This design comes from an exercise in tuning for small area, a short achievable clock period and few clock cycles per item on the open sky130 flow, not from production work. Only simulation tests tie the RTL to the original design; equivalence was not proved. Power and IR drop assume default switching activity.

`design/flow/config.mk`:
```
export PLATFORM = sky130hd
export DESIGN_NAME = pipelined_sorter
export DESIGN_NICKNAME = pipelined_sorter
export VERILOG_FILES = /design/flow/design.v
export SDC_FILE = /design/flow/constraint.sdc
export NUM_CORES = 4
export LEC_CHECK = 0
export CAP_MARGIN = 20
export CORE_MARGIN = 2
export CORE_UTILIZATION = 40
export PLACE_DENSITY = 0.6
export SLEW_MARGIN = 20
```
`design/flow/constraint.sdc`:
```
create_clock -name core_clock -period 5.0 [get_ports {clk}]
set_input_delay 1.0000 -clock core_clock [delete_from_list [all_inputs] [get_ports {clk}]]
set_output_delay 1.0000 -clock core_clock [all_outputs]
set_load 0.01 [all_outputs]
```
`design/flow/design.v`:
```
module cas_cell #(
   parameter int WIDTH = 32
) (
   input  logic [WIDTH-1:0] a,
   input  logic [WIDTH-1:0] b,
   input  logic             dir,
   output logic             p
);
   assign p = dir ? ($signed(a) >= $signed(b)) : ($signed(a) <= $signed(b));
endmodule
module pipelined_sorter #(
   parameter int WIDTH  = 32,
   parameter int N      = 8,
   parameter int SIGNED = 1,
   parameter int TW     = (N < 2) ? 1 : $clog2(N)
) (
   input  logic                   clk,
   input  logic                   rst_n,
   input  logic                   in_valid,
   output logic                   in_ready,
   input  logic [N*WIDTH-1:0]     in_data,
   input  logic                   in_descend,
   output logic                   out_valid,
   input  logic                   out_ready,
   output logic [N*TW-1:0]        out_tag,
   output logic [N*WIDTH-1:0]     out_data
);
   localparam int VW = N * WIDTH;
   localparam int TV = N * TW;
   logic [N*N-1:0]  prec;
   logic [TV-1:0]   rank_in;
   logic [VW-1:0]   key_q;
   logic [TV-1:0]   rank_q;
   logic            vld_q;
   logic            adv;
   assign out_valid = vld_q;
   assign adv       = !vld_q || out_ready;
   assign in_ready  = adv;
   genvar i, j;
   generate
      for (i = 0; i < N; i = i + 1) begin : g_row
         for (j = 0; j < N; j = j + 1) begin : g_col
            if (i < j) begin : g_cmp
               cas_cell #(.WIDTH(WIDTH)) u_cmp (
                  .a   (in_data[i*WIDTH +: WIDTH]),
                  .b   (in_data[j*WIDTH +: WIDTH]),
                  .dir (in_descend),
                  .p   (prec[i*N+j])
               );
            end else begin : g_none
               assign prec[i*N+j] = 1'b0;
            end
         end
      end
   endgenerate
   always_comb begin
      for (int a = 0; a < N; a++) begin
         logic [TW-1:0] r;
         r = '0;
         for (int b = 0; b < N; b++) begin
            if (b < a)      r = r + TW'(prec[b*N+a]);
            else if (b > a) r = r + TW'(!prec[a*N+b]);
         end
         rank_in[a*TW +: TW] = r;
      end
   end
   always_ff @(posedge clk or negedge rst_n) begin
      if (!rst_n) vld_q <= 1'b0;
      else if (adv) vld_q <= in_valid;
   end
   always_ff @(posedge clk) begin
      if (adv) begin
         key_q  <= in_data;
         rank_q <= rank_in;
      end
   end
   always_comb begin
      out_data = '0;
      out_tag  = '0;
      for (int p = 0; p < N; p++) begin
         for (int a = 0; a < N; a++) begin
            if (rank_q[a*TW +: TW] == TW'(p)) begin
               out_data[p*WIDTH +: WIDTH] = out_data[p*WIDTH +: WIDTH] | key_q[a*WIDTH +: WIDTH];
               out_tag[p*TW +: TW]        = out_tag[p*TW +: TW] | TW'(a);
            end
         end
      end
   end
endmodule
```
`design/flow/run.sh`:
```
#!/bin/bash
# synth_recipe.tcl (not shown) runs the flow's synth.tcl, then flattens the netlist and writes it again
# the make line also repeats each setting of config.mk as NAME=value (left out here)
make -C /OpenROAD-flow-scripts/flow DESIGN_CONFIG=/design/flow/config.mk WORK_HOME=/design/flow/orfs CLKGATE_MAP_FILE= SYNTH_SCRIPT=/design/flow/synth_recipe.tcl finish
```
==> results of run 1 <==
## report_power, final
part	total (uW)	internal [uW]	switching [uW]
Combinational	20800	8460	12300
Sequential	3730	2990	746
Clock	2610	1540	1070
## cell families after synthesis
family          count (synthesis)
fa+ha+maj                     928
flops                         281
simple gates                 1054
compound gates               1786
xor+xnor                       30
mux                            11
buf+inv                       747
## per-layer routing
metal	vias up	part of all wire [%]	track usage [%]
met3	1616	16	21.1
met1	24400	36	56.0
met4	26	9.6	31.3
met2	4905	38	63.9
met5	-	0.26	2.09
li1	21600	-	-
## metrics by stage
step | instances | total power [uW] | cell area [um^2]
6_report | 7353 | 27100 | 58300
5_1_grt | 7343 | 27300 | 58200
2_1_floorplan | 4837 | 11700 | 42100
3_3_place_gp | 7248 | 22700 | 55400
3_5_place_dp | 7249 | 22900 | 55400
4_1_cts | 7322 | 25500 | 57100
## cells in the mapped netlist (34+ instances only)
master	instances	area, um^2
ha_1	896	11200
a21o_1	94	706
nand3_1	122	611
buf_1	184	691
a221oi_1	67	587
a21oi_1	335	1680
edfxtp_1	280	8410
and3_1	38	238
nand2_1	172	646
o21a_1	35	263
nor3_1	52	260
a22o_1	46	403
or4_1	34	255
inv_1	259	972
clkbuf_1	282	1060
a22oi_1	935	7020
nor2_1	68	255
nand4_1	385	2410
o21ai_0	112	561
## worst max path at each step
stage | start | to | slack, ns | cells after the start
6_report | in_data[203] | rank_q[7] | -0.02 | 14
3_3_place_gp | in_data[122] | rank_q[22] | -1.04 | 14
5_1_grt | in_data[43] | rank_q[4] | -0.04 | 16
4_1_cts | in_data[123] | rank_q[10] | -0.02 | 13
2_1_floorplan | in_data[110] | rank_q[7] | -0.05 | 14
3_5_place_dp | in_data[122] | rank_q[10] | -1.10 | 12
## state kept, by name, indices dropped and copies added (netlist names)
signal	flops
key_q	256
rank_q	24
vld_q	1
## layout by cell type (no fill, tap or decap), drive strengths merged, types with 122 or more instances in the layout
cell type / n
buf: 1019
a22oi: 935
ha: 896
clkdlybuf4s50: 425
nand4: 386
a21oi: 335
edfxtp: 280
inv: 257
nand2: 173
nand3: 122
## critical path, cell delays in order
cell and delay (ns):
clkdlybuf4s50_1 0.50, inv_2 0.08, ha_1 0.31, a21oi_1 0.26, a21oi_1 0.17, o41ai_1 0.64
a21boi_0 0.22, or2_1 0.28, fa_1 0.55, inv_2 0.04, fa_1 0.48, fa_2 0.40
inv_2 0.06, fa_1 0.39
## repair_timing
| action | in CTS | in global routing |
|---|---|---|
| hold endpoints to repair | 0 | 0 |
| resized for setup | 164 | 263 |
| setup buffers | 18 | 23 |
| pin swaps | 51 | 92 |
| setup endpoints to repair | 23 | 15 |
## layout make-up
type / instances / area [um^2]
clock inverters: 19 / 309
repair buffers: 1559 / 13700
diodes: 10 / 25.0
well taps: 1380 / 1730
fillers: 9265 / 45500
flip-flops and latches: 281 / 8430
inverters: 259 / 1010
multi-input cells: 3809 / 32200
clock buffers: 36 / 795
==> impl_metrics.csv, run 1 <==
group,metric,value,unit
detailed_routing,first_iter_violations,10000,
timing,slew_viol_final,0,
clocking,numClockSinks,281,
outcome,status,"failed layout checks",
power,power.density,465,nW/um^2
worst_setup_path,worstRegToRegCells,3,
outcome,so_faults,"setup timing",
timing,maxSlewHeadroom,10.1,%
global_routing,grt_max_degree,116,
timing,rsz0062_at_grt,"true",
worst_setup_path,critical_path_arrival,5.40,ns
worst_setup_path,r2r_slack,2.78,ns
clocking,htree_num_levels,1,
synth,synth_fp_nets,6026,
timing,finalCritPeriodShare,100,%
detailed_routing,via_per_inst,7.15,
worst_setup_path,end_kind,"flop",
synth,avgSynthCellArea,8.68,um^2
placement,dpl.hpwl,196,mm
synth,synth_area,42000,um^2
finish,final_util,56.1,%
floorplan,die-width,328,um
clocking,cts_buffers,30,
floorplan,core,104000,um^2
detailed_routing,postRouteWirelength,260,mm
timing,fin_crit,5.02,ns
finish,drive_above_1_share,23.0,%
detailed_routing,drc_errors,0,
synth,yosysWarnings,1,
global_routing,grt.overflow.total,0,
clocking,cts_tree,"yes",
placement,io_buffers,542,
worst_setup_path,cp-start-kind,"input port",
timing,setup_violations,1,
synth,synth_seq_cells,281,
clocking,insertion_delay,0.63,ns
detailed_routing,wl_per_cell,35.3,um
timing,worstMarginPinSlew,1.35,ns
timing,final-hold-violation-count,0,
synth,synth_xor_area_share,0.626,%
worst_setup_path,cp_max_fo,3,
global_routing,grt_usage,46.0,%
synth,async_reset_ff_share,0.356,%
global_routing,grt_pass1_wl,357,mm
finish,syn2layout_area_growth,38.8,%
global_routing,grt_pass1_vias,49600,
detailed_routing,firstDrtPassIters,23,
synth,synth_edf_count,280,
timing,max_freq,199,MHz
clocking,postCtsHoldBufs,0,
global_routing,grt_antenna_before_repair,12,
floorplan,die-area,108000,um^2
synth,synth-compound-area-share,29.8,%
timing,fin_ws,-0.0222,ns
synth,yosysSeqAreaShare,20.1,%
timing,fin_setup_tns,-0.0222,ns
detailed_routing,via_count,52600,
hold_path,hp-class,"in -> async",
timing,hold-worst-slack,0.505,ns
worst_setup_path,crit_type,"in -> reg",
synth,synth-simple-area-share,14.2,%
floorplan,die_h,328,um
detailed_routing,final_antenna_net_count,0,
synth,synthAdderAreaFrac,28.2,%
worst_setup_path,regToRegEndpoint,"key_q[216]",
synth,dominantRegCellSynth,"edfxtp_1",
synth,syn-instance-count,4837,
synth,synth.distinct_cells,76,
clocking,cts_root_buf,"clkbuf_16",
synth,synth_top_family_by_area,"compound AO/OA/AOI/OAI gates",
floorplan,io_pins,543,
floorplan,rows,118,
clocking,clkTransAtPathRegs,0.07,ns
timing,clock-skew-final,0.0240,ns
worst_setup_path,crit_required,5.37,ns
power,power_leakage,0.0256,uW
finish,final_nets,7129,
floorplan,start_util,40.4,%
clocking,clockBufferDepth,3,
run,maxCapViolCount,0,
synth,synthMuxAreaShare,0.271,%
worst_setup_path,r2r-start,"vld_q",
placement,gp_congestion,1.07,
power,ir_worst_vdd,530,uV
placement,dp_slack,-1.10,ns
Testbench counts, summed over its fixed seeds: cycles 16,008, items 16,000.
==> inputs of run 2 (changes only) <==
==> design/flow/design.v (replaced) <==
module cas_cell #(
   parameter int WIDTH = 32
) (
   input  logic [WIDTH-1:0] a,
   input  logic [WIDTH-1:0] b,
   input  logic             dir,
   output logic             p
);
   assign p = dir ? ($signed(a) >= $signed(b)) : ($signed(a) <= $signed(b));
endmodule
module cnt7_onehot (
   input  logic [6:0] v,
   output logic [7:0] c
);
   logic [3:0] ca;    
   logic [4:0] cb;    
   always_comb begin
      ca = 4'b0001;
      for (int k = 0; k < 3; k++)
         ca = v[k] ? {ca[2:0], 1'b0} : ca;
      cb = 5'b00001;
      for (int k = 3; k < 7; k++)
         cb = v[k] ? {cb[3:0], 1'b0} : cb;
      c = '0;
      for (int a = 0; a < 4; a++)
         for (int b = 0; b < 5; b++)
            c[a+b] = c[a+b] | (ca[a] & cb[b]);
   end
endmodule
module pipelined_sorter #(
   parameter int WIDTH  = 32,
   parameter int N      = 8,
   parameter int SIGNED = 1,
   parameter int TW     = (N < 2) ? 1 : $clog2(N)
) (
   input  logic                   clk,
   input  logic                   rst_n,
   input  logic                   in_valid,
   output logic                   in_ready,
   input  logic [N*WIDTH-1:0]     in_data,
   input  logic                   in_descend,
   output logic                   out_valid,
   input  logic                   out_ready,
   output logic [N*TW-1:0]        out_tag,
   output logic [N*WIDTH-1:0]     out_data
);
   localparam int VW = N * WIDTH;
   logic [N*N-1:0]  bef;
   logic [N*N-1:0]  sel;      
   logic [N*N-1:0]  sel_q;
   logic [VW-1:0]   key_q;
   logic            vld_q;
   logic            adv;
   assign out_valid = vld_q;
   assign adv       = !vld_q || out_ready;
   assign in_ready  = adv;
   genvar i, j;
   generate
      for (i = 0; i < N; i = i + 1) begin : g_row
         for (j = i + 1; j < N; j = j + 1) begin : g_col
            logic p;
            cas_cell #(.WIDTH(WIDTH)) u_cmp (
               .a   (in_data[i*WIDTH +: WIDTH]),
               .b   (in_data[j*WIDTH +: WIDTH]),
               .dir (in_descend),
               .p   (p)
            );
            assign bef[j*N+i] = p;
            assign bef[i*N+j] = !p;
         end
         assign bef[i*N+i] = 1'b0;
      end
      for (i = 0; i < N; i = i + 1) begin : g_rank
         logic [N-2:0] v;
         for (j = 0; j < N; j = j + 1) begin : g_v
            if (j < i)      begin : g_lo assign v[j]   = bef[i*N+j]; end
            else if (j > i) begin : g_hi assign v[j-1] = bef[i*N+j]; end
         end
         cnt7_onehot u_cnt (.v(v), .c(sel[i*N +: N]));
      end
   endgenerate
   always_ff @(posedge clk or negedge rst_n) begin
      if (!rst_n) vld_q <= 1'b0;
      else if (adv) vld_q <= in_valid;
   end
   always_ff @(posedge clk) begin
      if (adv) begin
         key_q <= in_data;
         sel_q <= sel;
      end
   end
   always_comb begin
      out_data = '0;
      out_tag  = '0;
      for (int p = 0; p < N; p++) begin
         for (int a = 0; a < N; a++) begin
            out_data[p*WIDTH +: WIDTH] = out_data[p*WIDTH +: WIDTH]
                                         | ({WIDTH{sel_q[a*N+p]}} & key_q[a*WIDTH +: WIDTH]);
            out_tag[p*TW +: TW]        = out_tag[p*TW +: TW] | ({TW{sel_q[a*N+p]}} & TW'(a));
         end
      end
   end
endmodule
==> design/flow/flow/run.sh (new file) <==
#!/bin/bash
# Own layout flow: the standard ORFS flow (standard.sh), with the ports buffered by plain
# buffers (buf_2) instead of the default delay-buffer pick, and the resizer free to change a
# cell's footprint (so port buffers and other cells can be resized to any equivalent cell).
set -euo pipefail
bash standard.sh \
   MATCH_CELL_FOOTPRINT=0 \
   "BUFFER_PORTS_ARGS=-buffer_cell sky130_fd_sc_hd__buf_2" \
   finish > standard.log 2>&1
==> design/flow/standard.sh (new file) <==
#!/bin/bash
# synth_recipe.tcl (not shown) runs the flow's synth.tcl, then flattens the netlist and writes it again
# the make line also repeats each setting of config.mk as NAME=value (left out here)
make -C /OpenROAD-flow-scripts/flow DESIGN_CONFIG=/design/flow/config.mk WORK_HOME=/design/flow/orfs CLKGATE_MAP_FILE= SYNTH_SCRIPT=/design/flow/synth_recipe.tcl "${@:-finish}"
--- a/design/flow/config.mk
+++ b/design/flow/config.mk
@@ -7,6 +7,6 @@
 export LEC_CHECK = 0
 export CAP_MARGIN = 20
 export CORE_MARGIN = 2
-export CORE_UTILIZATION = 40
-export PLACE_DENSITY = 0.6
+export CORE_UTILIZATION = 35
+export PLACE_DENSITY = 0.45
 export SLEW_MARGIN = 20
removed: design/flow/run.sh
==> impl_metrics.csv, run 2 <==
group,metric,value,unit
timing,fin_ws,0.316,ns
clocking,htree_num_levels,2,
detailed_routing,via_per_inst,7.05,
timing,finalCritPeriodShare,93.7,%
finish,multiInputGateArea,32000,um^2
detailed_routing,via_count,51800,
synth,synth_most_common_cell,"a22oi_1",
timing,rsz0062_at_grt,"false",
placement,dpl_cell_area,51500,um^2
clocking,numClockSinks,321,
synth,synth_xor_area_share,0.820,%
synth,synthMuxAreaShare,1.18,%
clocking,post_cts_buffers,0,
timing,final-hold-violation-count,0,
clocking,cts_resized,0,
finish,final_common_cell,"a22oi_1",
hold_path,hp-class,"in -> async",
floorplan,die-area,131000,um^2
clocking,cts_buffers,38,
timing,clock-skew-final,0.0258,ns
synth,synth-compound-area-share,30.9,%
synth,yosysSeqAreaShare,21.5,%
global_routing,grt_usage,41.4,%
finish,stdcell_count,7352,
clocking,postCtsHoldBufs,0,
synth,yosysTopAreaCell,"ha_1",
detailed_routing,wl_per_cell,38.6,um
clocking,cts_root_buf,"clkbuf_16",
synth,yosysWarnings,2,
outcome,status,"complete, no violations",
power,power.density,344,nW/um^2
synth,synth_common_cells,"1034 x a22oi_1, 917 x ha_1, 449 x nand4_1",
global_routing,grt_pass1_vias,48200,
synth,async_reset_ff_share,0.312,%
finish,largest_register_ffs,256,
synth,synth.distinct_cells,85,
global_routing,grt_max_degree,118,
worst_setup_path,critical_path_arrival,5.01,ns
finish,drive_above_1_share,20.3,%
synth,synth-simple-area-share,13.1,%
timing,fin_crit,4.68,ns
timing,max_freq,213,MHz
synth,synth_fp_nets,6264,
finish,final_util,41.6,%
floorplan,die-width,361,um
detailed_routing,drc_errors,0,
synth,avgSynthCellArea,8.79,um^2
placement,gp_congestion,0.993,
placement,dp_slack,-0.208,ns
global_routing,grt.overflow.total,0,
floorplan,io_pins,543,
synth,synth_top_cell_area_share,25.7,%
detailed_routing,postRouteWirelength,284,mm
worst_setup_path,crit_type,"in -> reg",
synth,dominantRegCellSynth,"edfxtp_1",
synth,synth_top_family_by_area,"compound AO/OA/AOI/OAI gates",
synth,synth_seq_cells,321,
synth,synth_area,44700,um^2
clocking,clockBufferDepth,3,
synth,synth.area.top_cells,"ha_1 26%, edfxtp_1 21%, a22oi_1 17%, nand4_1 6.3%, a21o_1 4.6%",
synth,synthAdderAreaFrac,25.7,%
finish,reg.largest.list,"key_q (256), sel_q (64), vld_q (1)",
finish,final_nets,6825,
finish,fill_cells,12800,
power,power_leakage,0.0241,uW
placement,dpl.hpwl,216,mm
clocking,insertion_delay,0.59,ns
global_routing,grt_pass1_wl,384,mm
synth,syn-instance-count,5086,
timing,setup_violations,0,
finish,fin_area,52900,um^2
finish,regMostFlops,"key_q",
floorplan,die_h,361,um
worst_setup_path,cp_max_fo,5,
placement,io_buffers,542,
synth,synth_edf_count,320,
run,maxCapViolCount,0,
placement,dp_cells,7267,
detailed_routing,final_antenna_net_count,0,
floorplan,core,127000,um^2
worst_setup_path,crit_required,5.33,ns
timing,worstMarginPinSlew,1.29,ns
floorplan,start_util,35.2,%
worst_setup_path,cp-start-kind,"input port",
detailed_routing,first_iter_violations,9269,
clocking,clkTransAtPathRegs,0.07,ns
clocking,cts_tree,"yes",
detailed_routing,firstDrtPassIters,15,
floorplan,rows,131,
global_routing,grt_antenna_before_repair,26,
timing,maxSlewHeadroom,13.7,%
worst_setup_path,end_kind,"flop",
power,ir_worst_vdd,276,uV
finish,syn2layout_area_growth,18.3,%
finish,seq_area,9630,um^2
timing,slew_viol_final,0,
finish,final_cell_mix,"1034 x a22oi_1, 917 x ha_1, 542 x buf_2",
==> run 2: cell count changes in the layout (fill, tap and decap cells not counted), sizes merged, moves of 64 or more <==
cell / change
nand4: +64
a22oi: +99
nand3: -75
clkdlybuf4s50: -425
a21oi: -87
a21o: +177
==> run 2: final timing paths <==
check	start	endpoint	slack, ns	cells past startpoint
min in group core_clock	in_valid	vld_q	0.59	2
setup / recovery	in_data[188]	sel_q[11]	0.32	17
setup reg to reg	vld_q	key_q[126]	3.04	2
max in group asynchronous	rst_n	vld_q	4.75	1
hold / removal	rst_n	vld_q	0.17	1
hold reg to reg	vld_q	vld_q	0.92	2
==> run 2: area by class of cell <==
| type | instances | area share (%) |
|---|---|---|
| Tap cell | 1662 | 3.93 |
| Timing Repair Buffer | 1040 | 12.7 |
| Clock inverter | 20 | 0.521 |
| Antenna cell | 17 | 0.0805 |
| Inverter | 285 | 2.02 |
| Multi-Input combinational cell | 3961 | 60.6 |
| Sequential cell | 321 | 18.2 |
| Clock buffer | 46 | 1.90 |
==> run 2: critical path, cell delays in order <==
cell and delay, ns:
buf_2 0.19, inv_1 0.10, ha_1 0.30, nand4_1 0.16, nor3_1 0.55, nand2_1 0.18, nor3_1 0.33, a221oi_1 0.12
o221ai_1 0.18, a31oi_1 0.11, a31oi_1 0.29, mux2i_1 0.37, ha_1 0.35, a22oi_1 0.27, mux2i_1 0.14, o21ai_0 0.24
mux2i_1 0.12
==> run 2: power breakdown <==
part           internal (uW)  switching [uW]
clock network           1750            1280
logic                   3710            6970
registers               3350            1130
==> run 2: metrics by stage <==
stage	TNS, ns	power (uW)	hold slack, ns
after global routing	0	18500	0.160
after global placement	-0.125	14400	0.775
after detailed placement	-1.02	14500	0.777
after floorplan	0	9140	0.704
after CTS	0	17500	0.143
final	0	18200	0.168
==> run 2: logic make-up after synthesis <==
group	after synthesis
flip-flops	321
AND/OR/NAND/NOR	1028
XOR/XNOR	41
adder cells (fa/ha/maj)	917
multiplexers	45
AO/OA/AOI/OAI	1930
buffers and inverters	804
==> run 2: routing by layer <==
| layer | up-vias | part of all wire [%] | track usage, % |
|---|---|---|---|
| met2 | 4223 | 40 | 59.1 |
| li1 | 21500 | - | - |
| met3 | 1074 | 12 | 13.1 |
| met4 | 6 | 7.1 | 22.4 |
| met5 | - | 0.014 | 0.0370 |
| met1 | 25000 | 41 | 55.0 |
Testbench counts of run 2, summed over its fixed seeds: cycles 16,008, items 16,000.

-- separate check: timing with driven ports --
The results above use ideal ports. As a check the final layouts listed here were re-extracted and re-timed, cells and wires unchanged. Step 1, drivers: a clkbuf_16 drives clk and a buf_2 each remaining input, both assumed. Step 2 times the ports against the registers' clock, not the clock port: input delays grow and output delays shrink by t, the midpoint of the rising clock arrivals with the driver on. Three values: ideal, step 1, step 2; two values: the first two.
run	t (ns)	slack for setup (ns)	worst setup path after step 2
run 1	0.689	-0.022 / 0.020 / -0.668	input to register
run 2	0.653	0.316 / 0.364 / -0.288	input to register
With both steps, setup timing fails in run 2, where it was met with ideal ports. The setup slack of run 1, which loses most, moves by +0.042 ns with the drivers and by -0.646 ns with both steps.
